What follows belongs to an exercise in optimizing a design on an open flow for small area; a production flow would make more cautious choices. Function was checked by simulation only, so behaviour that the tests miss may differ from the original.

Setup of run B:
// rv_alu_core
module rv_alu_core (
    input  logic           clk,
    input  logic           arst_n,
    input  cpu_pkg::word_t instr,
    input  logic           instr_valid,
    output logic [37:0]    retire
);
Size in the first run: roughly 4000 cells after synthesis, about 1100 flip-flops, roughly 0.046 mm^2 of cells after synthesis.
==> module rf_bit_next, before the edit <==
module rf_bit_next (
    input  logic we,
    input  logic hold,
    input  logic d,
    input  logic q,
    output logic nxt
);
    assign nxt = (we & d) | (hold & q);
endmodule
==> module register_file, before the edit <==
module register_file (
    input  logic               clk,
    input  logic               arst_n,
    input  cpu_pkg::reg_addr_t rs1_addr_d,
    input  logic               rs1_en_d,
    input  cpu_pkg::reg_addr_t rs2_addr_d,
    input  logic               rs2_en_d,
    input  logic               ex_we,
    input  cpu_pkg::reg_addr_t ex_waddr,
    output cpu_pkg::word_t     rs1_data,
    output cpu_pkg::word_t     rs2_data,
    input  logic               we,       
    input  cpu_pkg::reg_addr_t waddr,
    input  cpu_pkg::word_t     wdata
);
    localparam int N = 32;
    localparam int W = 32;
    logic [W-1:0] regs  [1:N-1];
    logic [W-1:0] nxt   [1:N-1];
    logic         cleared;
    logic [N-1:1] wsel;
    logic [N-1:1] hold;
    logic [N-1:1] rd_ok_d;
    logic [N-1:1] sel1_d;
    logic [N-1:1] sel2_d;
    logic [N-1:1] sel1;
    logic [N-1:1] sel2;
    logic         fwd1;
    logic         fwd2;
    always_comb begin
        for (int i = 1; i < N; i++) begin
            wsel[i]    = we && (waddr == i[4:0]);
            hold[i]    = cleared && !(we && (waddr == i[4:0]));
            rd_ok_d[i] = !(ex_we && (ex_waddr == i[4:0]));
            sel1_d[i]  = rs1_en_d && (rs1_addr_d == i[4:0]) && rd_ok_d[i];
            sel2_d[i]  = rs2_en_d && (rs2_addr_d == i[4:0]) && rd_ok_d[i];
        end
    end
    always_ff @(posedge clk) begin
        sel1 <= sel1_d;
        sel2 <= sel2_d;
        fwd1 <= rs1_en_d && ex_we && (rs1_addr_d == ex_waddr);
        fwd2 <= rs2_en_d && ex_we && (rs2_addr_d == ex_waddr);
    end
    always_ff @(posedge clk or negedge arst_n) begin
        if (!arst_n) begin
            cleared <= 1'b0;
        end else begin
            cleared <= 1'b1;
        end
    end
    for (genvar i = 1; i < N; i++) begin : g_row
        for (genvar b = 0; b < W; b++) begin : g_bit
            rf_bit_next u_nxt (
                .we   (wsel[i]),
                .hold (hold[i]),
                .d    (wdata[b]),
                .q    (regs[i][b]),
                .nxt  (nxt[i][b])
            );
        end
        always_ff @(posedge clk) begin
            regs[i] <= nxt[i];
        end
    end
    for (genvar b = 0; b < W; b++) begin : g_col
        logic [10:0] g1_n;
        logic [10:0] g2_n;
        for (genvar g = 0; g < 10; g++) begin : g_grp
            logic [2:0] q3;
            assign q3 = {regs[3*g+3][b], regs[3*g+2][b], regs[3*g+1][b]};
            rf_read3 u_r1 (.sel(sel1[3*g+3:3*g+1]), .q(q3), .y_n(g1_n[g]));
            rf_read3 u_r2 (.sel(sel2[3*g+3:3*g+1]), .q(q3), .y_n(g2_n[g]));
        end
        assign g1_n[10] = !((sel1[N-1] && regs[N-1][b]) || (fwd1 && wdata[b]));
        assign g2_n[10] = !((sel2[N-1] && regs[N-1][b]) || (fwd2 && wdata[b]));
        assign rs1_data[b] = !(&g1_n);
        assign rs2_data[b] = !(&g2_n);
    end
endmodule
clock: 6.0 ns
lec_check: 0
cap_margin: 20
core_margin: 2
core_utilization: 60
cts_cluster_diameter: 100
cts_cluster_size: 30
gpl_timing_driven: 0
place_density: 0.72
setup_slack_margin: 0.45
slew_margin: 20
synth_hierarchical: 1
synth_minimum_keep_size: 0
standard.sh (not shown) runs the stock make flow with config.mk's settings and CLKGATE_MAP_FILE= SYNTH_SCRIPT=/design/flow/synth_recipe.tcl, a recipe that flattens the netlist after the stock synthesis.
==> flow/flow/run.sh <==
#!/bin/bash
# The standard synthesis, then the standard layout with three changes:
# ABC's buffers are removed at floorplan (REMOVE_ABC_BUFFERS), every port is
# buffered with the smallest buffer (buf_1), and before the placement-stage
# repair_design the drivers of high-fanout nets are sized up (flow/presize.tcl,
# run through ORFS's PRE_RESIZE_TCL hook).
set -euo pipefail
work=$(pwd)
bash standard.sh synth > "$work/synth.log" 2>&1
bash standard.sh REMOVE_ABC_BUFFERS=1 \
    "BUFFER_PORTS_ARGS=-buffer_cell sky130_fd_sc_hd__buf_1" \
    PRE_RESIZE_TCL="$work/flow/presize.tcl" finish > "$work/layout.log" 2>&1
==> flow/flow/presize.tcl <==
# Runs before the placement-stage repair_design (PRE_RESIZE_TCL). Nets with
# many loads (register-file word and bit lines, ALU controls) get a driver one
# size up, so repair_design needs few buffers on them.
proc presize_high_fanout {min_loads size} {
  set n 0
  set block [ord::get_db_block]
  foreach net [$block getNets] {
    set its [$net getITerms]
    if {[llength $its] < [expr {$min_loads + 1}]} continue
    set drv ""
    foreach it $its {
      if {[$it isOutputSignal]} { set drv [$it getInst] }
    }
    if {$drv eq ""} continue
    set m [[$drv getMaster] getName]
    regsub {_[0-9]+$} $m "_$size" m2
    if {$m2 eq $m} continue
    set cells [get_lib_cells -quiet */$m2]
    if {[llength $cells] == 0} continue
    replace_cell [get_cells [$drv getName]] [lindex $cells 0]
    incr n
  }
  puts "presize_high_fanout: resized $n drivers to size $size"
}
presize_high_fanout 16 2
Input changes introduced in run E (baseline for comparison: run B):
--- a/flow/design.v
+++ b/flow/design.v
@@ -44,10 +44,10 @@
 module rf_bit_next (
     input  logic we,
-    input  logic hold,
+    input  logic we_n,
     input  logic d,
     input  logic q,
     output logic nxt
 );
-    assign nxt = (we & d) | (hold & q);
+    assign nxt = (we & d) | (we_n & q);
 endmodule
 module rf_read3 (
@@ -77,7 +77,8 @@
     logic [W-1:0] regs  [1:N-1];
     logic [W-1:0] nxt   [1:N-1];
-    logic         cleared;
+    logic [N-1:1] written;
     logic [N-1:1] wsel;
-    logic [N-1:1] hold;
+    logic [N-1:1] wsel_n;
+    logic [N-1:1] rd_ok;
     logic [N-1:1] rd_ok_d;
     logic [N-1:1] sel1_d;
@@ -90,6 +91,6 @@
         for (int i = 1; i < N; i++) begin
             wsel[i]    = we && (waddr == i[4:0]);
-            hold[i]    = cleared && !(we && (waddr == i[4:0]));
-            rd_ok_d[i] = !(ex_we && (ex_waddr == i[4:0]));
+            wsel_n[i]  = !(we && (waddr == i[4:0]));
+            rd_ok_d[i] = (written[i] || wsel[i]) && !(ex_we && (ex_waddr == i[4:0]));
             sel1_d[i]  = rs1_en_d && (rs1_addr_d == i[4:0]) && rd_ok_d[i];
             sel2_d[i]  = rs2_en_d && (rs2_addr_d == i[4:0]) && rd_ok_d[i];
@@ -104,7 +105,7 @@
     always_ff @(posedge clk or negedge arst_n) begin
         if (!arst_n) begin
-            cleared <= 1'b0;
+            written <= '0;
         end else begin
-            cleared <= 1'b1;
+            written <= written | wsel;
         end
     end
@@ -113,5 +114,5 @@
             rf_bit_next u_nxt (
                 .we   (wsel[i]),
-                .hold (hold[i]),
+                .we_n (wsel_n[i]),
                 .d    (wdata[b]),
                 .q    (regs[i][b]),
==> results.txt <==
Highest achievable clock rate ends up higher on run B. In the reports for run E and run B, the larger number of sequential cells in the layout belongs to run E. Run E gives more number of unique standard cell types used by synthesis than run B did. Where cell area after technology mapping is concerned, run B is better than run E. Clock skew improves in run E relative to run B. Utilization run B -> run E: down. Run E vs run B on count of multi-input combinational gates: run E is the higher one.

-- port drivers added, routing unchanged --
No port has a modelled driver above. Below, the same layouts with a new extraction and two added sets of constraints.
Step 1 (the two cells are an assumption about what drives the block):
set clk [get_ports {clk}]
set_driving_cell -lib_cell sky130_fd_sc_hd__clkbuf_16 $clk
set_driving_cell -lib_cell sky130_fd_sc_hd__buf_2 [delete_from_list [all_inputs] $clk]
Step 2 times the ports against the registers' clock, not the clock port: input delays grow and output delays shrink by t, the midpoint of the rising clock arrivals with the driver on.
Three values: no drivers, after step 1, after step 2; two values: the first two.
run	t (ns)	setup slack, ns	worst data-port slew with drivers (ns)
run B	0.735	0.429 / 0.429 / 0.429	0.11
run E	0.720	0.315 / 0.315 / 0.315	0.12
After both steps every run listed still meets setup and hold.
